Context: an optimization exercise on an open-source flow, tuned for small area. The choices shown serve that exercise and are no tape-out recipe. The RTL was checked by simulation tests, not by an equivalence proof against the original design. No driver is modelled on the clock port, so clocking that relies on it looks cheaper here than on a real chip.

==> inputs of exp/willow <==
// prbs_link_tester
module prbs_link_tester (
   input  logic                        clock_async,
   input  logic                        reset,
   input  logic                        inj_err,
   input  logic                        cnt_clear,
   output logic [71:0]                 tx_frame0,
   output logic [71:0]                 tx_frame1,
   input  logic [71:0]                 rx_frame0,
   input  logic [71:0]                 rx_frame1,
   output logic [74:0]                 status0,
   output logic [74:0]                 status1
);
clock: 4.0 ns
lec_check: 0
cap_margin: 20
core_margin: 2
core_utilization: 65
place_density: 0.75
slew_margin: 20
synth_hierarchical: 1
standard.sh (not shown) runs the stock make flow with config.mk's settings and CLKGATE_MAP_FILE= SYNTH_SCRIPT=/design/flow/synth_recipe.tcl, a recipe that flattens the netlist after the stock synthesis.
==> flow/flow/run.sh <==
#!/bin/bash
# Standard ORFS layout with these changes: combinational cells come out of
# synthesis at drive strength 1 and the steps after synthesis may not use
# cells of drive strength 4 or more (other than clock buffers), ports are
# buffered with the smallest buffer, and CTS uses small clock buffers in
# clusters of at most 10 sinks, without dummy loads. Synthesis itself is the
# standard one.
set -euo pipefail
CTS="-sink_clustering_enable -repair_clock_nets -buf_list sky130_fd_sc_hd__clkbuf_4 -root_buf sky130_fd_sc_hd__clkbuf_8 -dont_use_dummy_load -sink_clustering_size 10 -sink_clustering_max_diameter 40"
PLATFORM_DONT_USE=" sky130_fd_sc_hd__probe_p_8 sky130_fd_sc_hd__probec_p_8 sky130_fd_sc_hd__lpflow_bleeder_1 sky130_fd_sc_hd__lpflow_clkbufkapwr_1 sky130_fd_sc_hd__lpflow_clkbufkapwr_16 sky130_fd_sc_hd__lpflow_clkbufkapwr_2 sky130_fd_sc_hd__lpflow_clkbufkapwr_4 sky130_fd_sc_hd__lpflow_clkbufkapwr_8 sky130_fd_sc_hd__lpflow_clkinvkapwr_1 sky130_fd_sc_hd__lpflow_clkinvkapwr_16 sky130_fd_sc_hd__lpflow_clkinvkapwr_2 sky130_fd_sc_hd__lpflow_clkinvkapwr_4 sky130_fd_sc_hd__lpflow_clkinvkapwr_8 sky130_fd_sc_hd__lpflow_decapkapwr_12 sky130_fd_sc_hd__lpflow_decapkapwr_3 sky130_fd_sc_hd__lpflow_decapkapwr_4 sky130_fd_sc_hd__lpflow_decapkapwr_6 sky130_fd_sc_hd__lpflow_decapkapwr_8 sky130_fd_sc_hd__lpflow_inputiso0n_1 sky130_fd_sc_hd__lpflow_inputiso0p_1 sky130_fd_sc_hd__lpflow_inputiso1n_1 sky130_fd_sc_hd__lpflow_inputiso1p_1 sky130_fd_sc_hd__lpflow_inputisolatch_1 sky130_fd_sc_hd__lpflow_isobufsrc_1 sky130_fd_sc_hd__lpflow_isobufsrc_16 sky130_fd_sc_hd__lpflow_isobufsrc_2 sky130_fd_sc_hd__lpflow_isobufsrc_4 sky130_fd_sc_hd__lpflow_isobufsrc_8 sky130_fd_sc_hd__lpflow_isobufsrckapwr_16 sky130_fd_sc_hd__lpflow_lsbuf_lh_hl_isowell_tap_1 sky130_fd_sc_hd__lpflow_lsbuf_lh_hl_isowell_tap_2 sky130_fd_sc_hd__lpflow_lsbuf_lh_hl_isowell_tap_4 sky130_fd_sc_hd__lpflow_lsbuf_lh_isowell_4 sky130_fd_sc_hd__lpflow_lsbuf_lh_isowell_tap_1 sky130_fd_sc_hd__lpflow_lsbuf_lh_isowell_tap_2 sky130_fd_sc_hd__lpflow_lsbuf_lh_isowell_tap_4 "
BIG_CELLS="sky130_fd_sc_hd__a2111o_4 sky130_fd_sc_hd__a2111oi_4 sky130_fd_sc_hd__a211o_4 sky130_fd_sc_hd__a211oi_4 sky130_fd_sc_hd__a21bo_4 sky130_fd_sc_hd__a21boi_4 sky130_fd_sc_hd__a21o_4 sky130_fd_sc_hd__a21oi_4 sky130_fd_sc_hd__a221o_4 sky130_fd_sc_hd__a221oi_4 sky130_fd_sc_hd__a22o_4 sky130_fd_sc_hd__a22oi_4 sky130_fd_sc_hd__a2bb2o_4 sky130_fd_sc_hd__a2bb2oi_4 sky130_fd_sc_hd__a311o_4 sky130_fd_sc_hd__a311oi_4 sky130_fd_sc_hd__a31o_4 sky130_fd_sc_hd__a31oi_4 sky130_fd_sc_hd__a32o_4 sky130_fd_sc_hd__a32oi_4 sky130_fd_sc_hd__a41o_4 sky130_fd_sc_hd__a41oi_4 sky130_fd_sc_hd__and2_4 sky130_fd_sc_hd__and2b_4 sky130_fd_sc_hd__and3_4 sky130_fd_sc_hd__and3b_4 sky130_fd_sc_hd__and4_4 sky130_fd_sc_hd__and4b_4 sky130_fd_sc_hd__and4bb_4 sky130_fd_sc_hd__buf_12 sky130_fd_sc_hd__buf_16 sky130_fd_sc_hd__buf_4 sky130_fd_sc_hd__buf_6 sky130_fd_sc_hd__buf_8 sky130_fd_sc_hd__bufbuf_16 sky130_fd_sc_hd__bufbuf_8 sky130_fd_sc_hd__bufinv_16 sky130_fd_sc_hd__bufinv_8 sky130_fd_sc_hd__ebufn_4 sky130_fd_sc_hd__ebufn_8 sky130_fd_sc_hd__einvn_4 sky130_fd_sc_hd__einvn_8 sky130_fd_sc_hd__einvp_4 sky130_fd_sc_hd__einvp_8 sky130_fd_sc_hd__fa_4 sky130_fd_sc_hd__ha_4 sky130_fd_sc_hd__inv_12 sky130_fd_sc_hd__inv_16 sky130_fd_sc_hd__inv_4 sky130_fd_sc_hd__inv_6 sky130_fd_sc_hd__inv_8 sky130_fd_sc_hd__maj3_4 sky130_fd_sc_hd__mux2_4 sky130_fd_sc_hd__mux2_8 sky130_fd_sc_hd__mux2i_4 sky130_fd_sc_hd__mux4_4 sky130_fd_sc_hd__nand2_4 sky130_fd_sc_hd__nand2_8 sky130_fd_sc_hd__nand2b_4 sky130_fd_sc_hd__nand3_4 sky130_fd_sc_hd__nand3b_4 sky130_fd_sc_hd__nand4_4 sky130_fd_sc_hd__nand4b_4 sky130_fd_sc_hd__nand4bb_4 sky130_fd_sc_hd__nor2_4 sky130_fd_sc_hd__nor2_8 sky130_fd_sc_hd__nor2b_4 sky130_fd_sc_hd__nor3_4 sky130_fd_sc_hd__nor3b_4 sky130_fd_sc_hd__nor4_4 sky130_fd_sc_hd__nor4b_4 sky130_fd_sc_hd__nor4bb_4 sky130_fd_sc_hd__o2111a_4 sky130_fd_sc_hd__o2111ai_4 sky130_fd_sc_hd__o211a_4 sky130_fd_sc_hd__o211ai_4 sky130_fd_sc_hd__o21a_4 sky130_fd_sc_hd__o21ai_4 sky130_fd_sc_hd__o21ba_4 sky130_fd_sc_hd__o21bai_4 sky130_fd_sc_hd__o221a_4 sky130_fd_sc_hd__o221ai_4 sky130_fd_sc_hd__o22a_4 sky130_fd_sc_hd__o22ai_4 sky130_fd_sc_hd__o2bb2a_4 sky130_fd_sc_hd__o2bb2ai_4 sky130_fd_sc_hd__o311a_4 sky130_fd_sc_hd__o311ai_4 sky130_fd_sc_hd__o31a_4 sky130_fd_sc_hd__o31ai_4 sky130_fd_sc_hd__o32a_4 sky130_fd_sc_hd__o32ai_4 sky130_fd_sc_hd__o41a_4 sky130_fd_sc_hd__o41ai_4 sky130_fd_sc_hd__or2_4 sky130_fd_sc_hd__or2b_4 sky130_fd_sc_hd__or3_4 sky130_fd_sc_hd__or3b_4 sky130_fd_sc_hd__or4_4 sky130_fd_sc_hd__or4b_4 sky130_fd_sc_hd__or4bb_4 sky130_fd_sc_hd__xnor2_4 sky130_fd_sc_hd__xnor3_4 sky130_fd_sc_hd__xor2_4 sky130_fd_sc_hd__xor3_4 "
ARGS=("BUFFER_PORTS_ARGS=-buffer_cell sky130_fd_sc_hd__buf_1" "CTS_ARGS=$CTS")
bash standard.sh "${ARGS[@]}" synth > orfs_synth.log 2>&1
RES=orfs/results/sky130hd/prbs_link_tester/base
PLATFORM_DIR=$FLOW_HOME/platforms/sky130hd ODB=$RES/1_synth.odb \
  openroad -no_init -exit flow/downsize.tcl > downsize.log 2>&1
bash standard.sh "${ARGS[@]}" "DONT_USE_CELLS=$PLATFORM_DONT_USE $BIG_CELLS" finish > orfs_make.log 2>&1
==> flow/flow/downsize.tcl <==
# Swap every combinational cell that synthesis gave a drive strength above 1
# for the same cell at strength 1; the placement repair sizes up again
# whatever then needs it.
read_lef $::env(PLATFORM_DIR)/lef/sky130_fd_sc_hd.tlef
read_lef $::env(PLATFORM_DIR)/lef/sky130_fd_sc_hd_merged.lef
read_db $::env(ODB)
set db [ord::get_db]
set n 0
foreach inst [[ord::get_db_block] getInsts] {
  set m [[$inst getMaster] getName]
  if {[regexp {^(sky130_fd_sc_hd__[a-z0-9]+)_([0-9]+)$} $m -> base drive]} {
    if {$drive > 1 && ![string match "*df*" $base] && ![string match "*buf*" $base] && ![string match "*conb*" $base]} {
      set small [$db findMaster ${base}_1]
      if {$small != "NULL"} {
        $inst swapMaster $small
        incr n
      }
    }
  }
}
puts "downsized $n instances"
write_db $::env(ODB)
==> exp/pepper: changes against exp/willow <==
==> flow/flow/run.sh (replaced) <==
#!/bin/bash
# Standard ORFS layout with three changes: combinational cells come out of
# synthesis at drive strength 1 (placement repair sizes up what needs it),
# ports are buffered with the smallest buffer, and CTS uses small clock
# buffers in clusters of at most 10 sinks, without dummy loads.
set -euo pipefail
CTS="-sink_clustering_enable -repair_clock_nets -buf_list sky130_fd_sc_hd__clkbuf_4 -root_buf sky130_fd_sc_hd__clkbuf_8 -dont_use_dummy_load -sink_clustering_size 10 -sink_clustering_max_diameter 40"
ARGS=("BUFFER_PORTS_ARGS=-buffer_cell sky130_fd_sc_hd__buf_1" "CTS_ARGS=$CTS")
bash standard.sh "${ARGS[@]}" synth > orfs_synth.log 2>&1
RES=orfs/results/sky130hd/prbs_link_tester/base
PLATFORM_DIR=$FLOW_HOME/platforms/sky130hd ODB=$RES/1_synth.odb \
  openroad -no_init -exit flow/downsize.tcl > downsize.log 2>&1
bash standard.sh "${ARGS[@]}" finish > orfs_make.log 2>&1
CORE_UTILIZATION = 40   (was 65)
PLACE_DENSITY = not set   (was 0.75)
==> exp/cedar: changes against exp/willow <==
==> flow/flow/run.sh (replaced) <==
#!/bin/bash
# Standard ORFS layout with these changes: combinational cells come out of
# synthesis at drive strength 1 and the steps after synthesis may not use
# cells of drive strength 4 or more (other than clock buffers), ports are
# buffered with the smallest buffer, and CTS uses small clock buffers
# without dummy loads, with the cluster size and diameter picked from a few
# candidates as the ones giving the least clock buffer area while the
# estimated flip-flop clock-pin slew stays at most 110 ps. Synthesis itself
# is the standard one.
set -euo pipefail
PLATFORM_DONT_USE=" sky130_fd_sc_hd__probe_p_8 sky130_fd_sc_hd__probec_p_8 sky130_fd_sc_hd__lpflow_bleeder_1 sky130_fd_sc_hd__lpflow_clkbufkapwr_1 sky130_fd_sc_hd__lpflow_clkbufkapwr_16 sky130_fd_sc_hd__lpflow_clkbufkapwr_2 sky130_fd_sc_hd__lpflow_clkbufkapwr_4 sky130_fd_sc_hd__lpflow_clkbufkapwr_8 sky130_fd_sc_hd__lpflow_clkinvkapwr_1 sky130_fd_sc_hd__lpflow_clkinvkapwr_16 sky130_fd_sc_hd__lpflow_clkinvkapwr_2 sky130_fd_sc_hd__lpflow_clkinvkapwr_4 sky130_fd_sc_hd__lpflow_clkinvkapwr_8 sky130_fd_sc_hd__lpflow_decapkapwr_12 sky130_fd_sc_hd__lpflow_decapkapwr_3 sky130_fd_sc_hd__lpflow_decapkapwr_4 sky130_fd_sc_hd__lpflow_decapkapwr_6 sky130_fd_sc_hd__lpflow_decapkapwr_8 sky130_fd_sc_hd__lpflow_inputiso0n_1 sky130_fd_sc_hd__lpflow_inputiso0p_1 sky130_fd_sc_hd__lpflow_inputiso1n_1 sky130_fd_sc_hd__lpflow_inputiso1p_1 sky130_fd_sc_hd__lpflow_inputisolatch_1 sky130_fd_sc_hd__lpflow_isobufsrc_1 sky130_fd_sc_hd__lpflow_isobufsrc_16 sky130_fd_sc_hd__lpflow_isobufsrc_2 sky130_fd_sc_hd__lpflow_isobufsrc_4 sky130_fd_sc_hd__lpflow_isobufsrc_8 sky130_fd_sc_hd__lpflow_isobufsrckapwr_16 sky130_fd_sc_hd__lpflow_lsbuf_lh_hl_isowell_tap_1 sky130_fd_sc_hd__lpflow_lsbuf_lh_hl_isowell_tap_2 sky130_fd_sc_hd__lpflow_lsbuf_lh_hl_isowell_tap_4 sky130_fd_sc_hd__lpflow_lsbuf_lh_isowell_4 sky130_fd_sc_hd__lpflow_lsbuf_lh_isowell_tap_1 sky130_fd_sc_hd__lpflow_lsbuf_lh_isowell_tap_2 sky130_fd_sc_hd__lpflow_lsbuf_lh_isowell_tap_4 "
BIG_CELLS="sky130_fd_sc_hd__a2111o_4 sky130_fd_sc_hd__a2111oi_4 sky130_fd_sc_hd__a211o_4 sky130_fd_sc_hd__a211oi_4 sky130_fd_sc_hd__a21bo_4 sky130_fd_sc_hd__a21boi_4 sky130_fd_sc_hd__a21o_4 sky130_fd_sc_hd__a21oi_4 sky130_fd_sc_hd__a221o_4 sky130_fd_sc_hd__a221oi_4 sky130_fd_sc_hd__a22o_4 sky130_fd_sc_hd__a22oi_4 sky130_fd_sc_hd__a2bb2o_4 sky130_fd_sc_hd__a2bb2oi_4 sky130_fd_sc_hd__a311o_4 sky130_fd_sc_hd__a311oi_4 sky130_fd_sc_hd__a31o_4 sky130_fd_sc_hd__a31oi_4 sky130_fd_sc_hd__a32o_4 sky130_fd_sc_hd__a32oi_4 sky130_fd_sc_hd__a41o_4 sky130_fd_sc_hd__a41oi_4 sky130_fd_sc_hd__and2_4 sky130_fd_sc_hd__and2b_4 sky130_fd_sc_hd__and3_4 sky130_fd_sc_hd__and3b_4 sky130_fd_sc_hd__and4_4 sky130_fd_sc_hd__and4b_4 sky130_fd_sc_hd__and4bb_4 sky130_fd_sc_hd__buf_12 sky130_fd_sc_hd__buf_16 sky130_fd_sc_hd__buf_4 sky130_fd_sc_hd__buf_6 sky130_fd_sc_hd__buf_8 sky130_fd_sc_hd__bufbuf_16 sky130_fd_sc_hd__bufbuf_8 sky130_fd_sc_hd__bufinv_16 sky130_fd_sc_hd__bufinv_8 sky130_fd_sc_hd__ebufn_4 sky130_fd_sc_hd__ebufn_8 sky130_fd_sc_hd__einvn_4 sky130_fd_sc_hd__einvn_8 sky130_fd_sc_hd__einvp_4 sky130_fd_sc_hd__einvp_8 sky130_fd_sc_hd__fa_4 sky130_fd_sc_hd__ha_4 sky130_fd_sc_hd__inv_12 sky130_fd_sc_hd__inv_16 sky130_fd_sc_hd__inv_4 sky130_fd_sc_hd__inv_6 sky130_fd_sc_hd__inv_8 sky130_fd_sc_hd__maj3_4 sky130_fd_sc_hd__mux2_4 sky130_fd_sc_hd__mux2_8 sky130_fd_sc_hd__mux2i_4 sky130_fd_sc_hd__mux4_4 sky130_fd_sc_hd__nand2_4 sky130_fd_sc_hd__nand2_8 sky130_fd_sc_hd__nand2b_4 sky130_fd_sc_hd__nand3_4 sky130_fd_sc_hd__nand3b_4 sky130_fd_sc_hd__nand4_4 sky130_fd_sc_hd__nand4b_4 sky130_fd_sc_hd__nand4bb_4 sky130_fd_sc_hd__nor2_4 sky130_fd_sc_hd__nor2_8 sky130_fd_sc_hd__nor2b_4 sky130_fd_sc_hd__nor3_4 sky130_fd_sc_hd__nor3b_4 sky130_fd_sc_hd__nor4_4 sky130_fd_sc_hd__nor4b_4 sky130_fd_sc_hd__nor4bb_4 sky130_fd_sc_hd__o2111a_4 sky130_fd_sc_hd__o2111ai_4 sky130_fd_sc_hd__o211a_4 sky130_fd_sc_hd__o211ai_4 sky130_fd_sc_hd__o21a_4 sky130_fd_sc_hd__o21ai_4 sky130_fd_sc_hd__o21ba_4 sky130_fd_sc_hd__o21bai_4 sky130_fd_sc_hd__o221a_4 sky130_fd_sc_hd__o221ai_4 sky130_fd_sc_hd__o22a_4 sky130_fd_sc_hd__o22ai_4 sky130_fd_sc_hd__o2bb2a_4 sky130_fd_sc_hd__o2bb2ai_4 sky130_fd_sc_hd__o311a_4 sky130_fd_sc_hd__o311ai_4 sky130_fd_sc_hd__o31a_4 sky130_fd_sc_hd__o31ai_4 sky130_fd_sc_hd__o32a_4 sky130_fd_sc_hd__o32ai_4 sky130_fd_sc_hd__o41a_4 sky130_fd_sc_hd__o41ai_4 sky130_fd_sc_hd__or2_4 sky130_fd_sc_hd__or2b_4 sky130_fd_sc_hd__or3_4 sky130_fd_sc_hd__or3b_4 sky130_fd_sc_hd__or4_4 sky130_fd_sc_hd__or4b_4 sky130_fd_sc_hd__or4bb_4 sky130_fd_sc_hd__xnor2_4 sky130_fd_sc_hd__xnor3_4 sky130_fd_sc_hd__xor2_4 sky130_fd_sc_hd__xor3_4 "
BASE="-sink_clustering_enable -repair_clock_nets -buf_list sky130_fd_sc_hd__clkbuf_4 -dont_use_dummy_load"
CTS="$BASE -root_buf sky130_fd_sc_hd__clkbuf_8 -sink_clustering_size 10 -sink_clustering_max_diameter 40"
ARGS=("BUFFER_PORTS_ARGS=-buffer_cell sky130_fd_sc_hd__buf_1" "DONT_USE_CELLS=$PLATFORM_DONT_USE $BIG_CELLS")
export PLATFORM_DIR=$FLOW_HOME/platforms/sky130hd
RES=orfs/results/sky130hd/prbs_link_tester/base

bash standard.sh "BUFFER_PORTS_ARGS=-buffer_cell sky130_fd_sc_hd__buf_1" synth > orfs_synth.log 2>&1
ODB=$RES/1_synth.odb openroad -no_init -exit flow/downsize.tcl > downsize.log 2>&1
bash standard.sh "${ARGS[@]}" "CTS_ARGS=$CTS" place > orfs_place.log 2>&1

# pick the CTS arguments
best_area=1e9
: > cts_try.log
for sd in "10 40" "10 45" "10 50" "10 55" "11 45" "11 50" "11 55" "12 50" "12 55" "12 60"; do
  set -- $sd
  try="$BASE -root_buf sky130_fd_sc_hd__clkbuf_4 -sink_clustering_size $1 -sink_clustering_max_diameter $2"
  out=$(TRY_ARGS="$try" ODB=$RES/3_place.odb SDC=$RES/3_place.sdc \
    openroad -no_init -exit flow/cts_try.tcl 2>&1 | tee -a cts_try.log | grep '^CTS_TRY' || true)
  echo "$sd: $out" >> cts_try.log
  set -- $out
  if [[ $# -eq 3 ]] && awk -v a="$2" -v s="$3" -v b="$best_area" 'BEGIN { exit !(s <= 110 && a < b) }'; then
    best_area=$2
    CTS="$try"
  fi
done
echo "chosen: $CTS" >> cts_try.log

bash standard.sh "${ARGS[@]}" "CTS_ARGS=$CTS" finish > orfs_make.log 2>&1
==> flow/flow/cts_try.tcl (new file) <==
# Try one set of CTS arguments on the placed design; print the clock buffer
# area and the worst flip-flop clock-pin slew (placement parasitics).
read_lef $::env(PLATFORM_DIR)/lef/sky130_fd_sc_hd.tlef
read_lef $::env(PLATFORM_DIR)/lef/sky130_fd_sc_hd_merged.lef
read_liberty $::env(PLATFORM_DIR)/lib/sky130_fd_sc_hd__tt_025C_1v80.lib
read_db $::env(ODB)
read_sdc $::env(SDC)
source $::env(PLATFORM_DIR)/setRC.tcl
eval clock_tree_synthesis $::env(TRY_ARGS)
set_propagated_clock [all_clocks]
estimate_parasitics -placement
set area 0
foreach inst [[ord::get_db_block] getInsts] {
  set m [$inst getMaster]
  if {[string match "*clkbuf*" [$m getName]]} {
    set area [expr {$area + [$m getWidth] * [$m getHeight] / 1e6}]
  }
}
set worst 0
foreach pin [all_registers -clock_pins -edge_triggered] {
  foreach edge {rise fall} {
    foreach an {min max} {
      set s [expr {[sta::time_ui_sta [get_property $pin slew_${an}_$edge]] * 1e12}]
      if {$s > $worst} { set worst $s }
    }
  }
}
puts "CTS_TRY $area $worst"
CORE_UTILIZATION = 55   (was 65)
PLACE_DENSITY = 0.65   (was 0.75)
==> metrics.csv <==
metric;value;unit
hold_path_startpoint;cnt_clear;
grt_first_pass_wirelength;50900;µm
placed_area;13900;µm²
clk_pin_slew_worst_paths;0.11;ns
place_inst;1992;
multi_input_area_share;39.8;%
status;no timing/DRC/antenna violations;
switching_share;32.7;%
seq_share;43.4;%
drive_gt1_share;2.63;%
the above is filed under exp/cedar

==> metrics.csv <==
metric;value;unit
drive_gt1_share;4.65;%
multi_input_area_share;39.1;%
rsz0062_at_grt;false;
path_class;flip-flop to flip-flop;
place_inst;2070;
status;no timing/DRC/antenna violations;
fin_tns_setup;0;ns
switching_share;32.2;%
grt_pass1_vias;10052;
seq_share;42.6;%
grt_first_pass_wirelength;54200;µm
p_seq_share;54.1;%
wl_met3;2910;µm
the above is filed under exp/pepper

==> metrics.csv <==
metric;value;unit
status;no timing/DRC/antenna violations;
seq_share;43.4;%
placed_area;13800;µm²
grt_first_pass_wirelength;52100;µm
multi_input_area_share;39.9;%
p_seq_share;55.4;%
clk_pin_slew_worst_paths;0.10;ns
hold_path_startpoint;i_lane0.cmp_error$_DFF_P_;
drive_gt1_share;3.21;%
switching_share;32.2;%
place_inst;1938;
the above is filed under exp/willow

## port drivers added, routing unchanged
The results above use ideal ports. As a check the final layouts listed here were re-extracted and re-timed, cells and wires unchanged.
Step 1, drivers: a clkbuf_16 drives clock_async and a buf_2 each remaining input, both assumed.
Step 2 adds t to the input delays and takes it off the output delays; t is the mean of the earliest and latest rising clock arrival at the registers after step 1. Input paths then give back, and output paths get back, about the clock's delay inside the block.
Three values: ideal, step 1, step 2; two values: the first two.
run | t, ns | slack for setup (ns) | worst setup path at the end | worst slew at a driven data input, ns
exp/willow | 0.559 | 0.265 / 0.265 / 0.265 | register to register | 0.06
exp/pepper | 0.570 | 0.298 / 0.298 / 0.298 | register to register | 0.09
exp/cedar | 0.654 | 0.412 / 0.412 / 0.412 | register to register | 0.09
After both steps setup and hold are still met in every run listed.
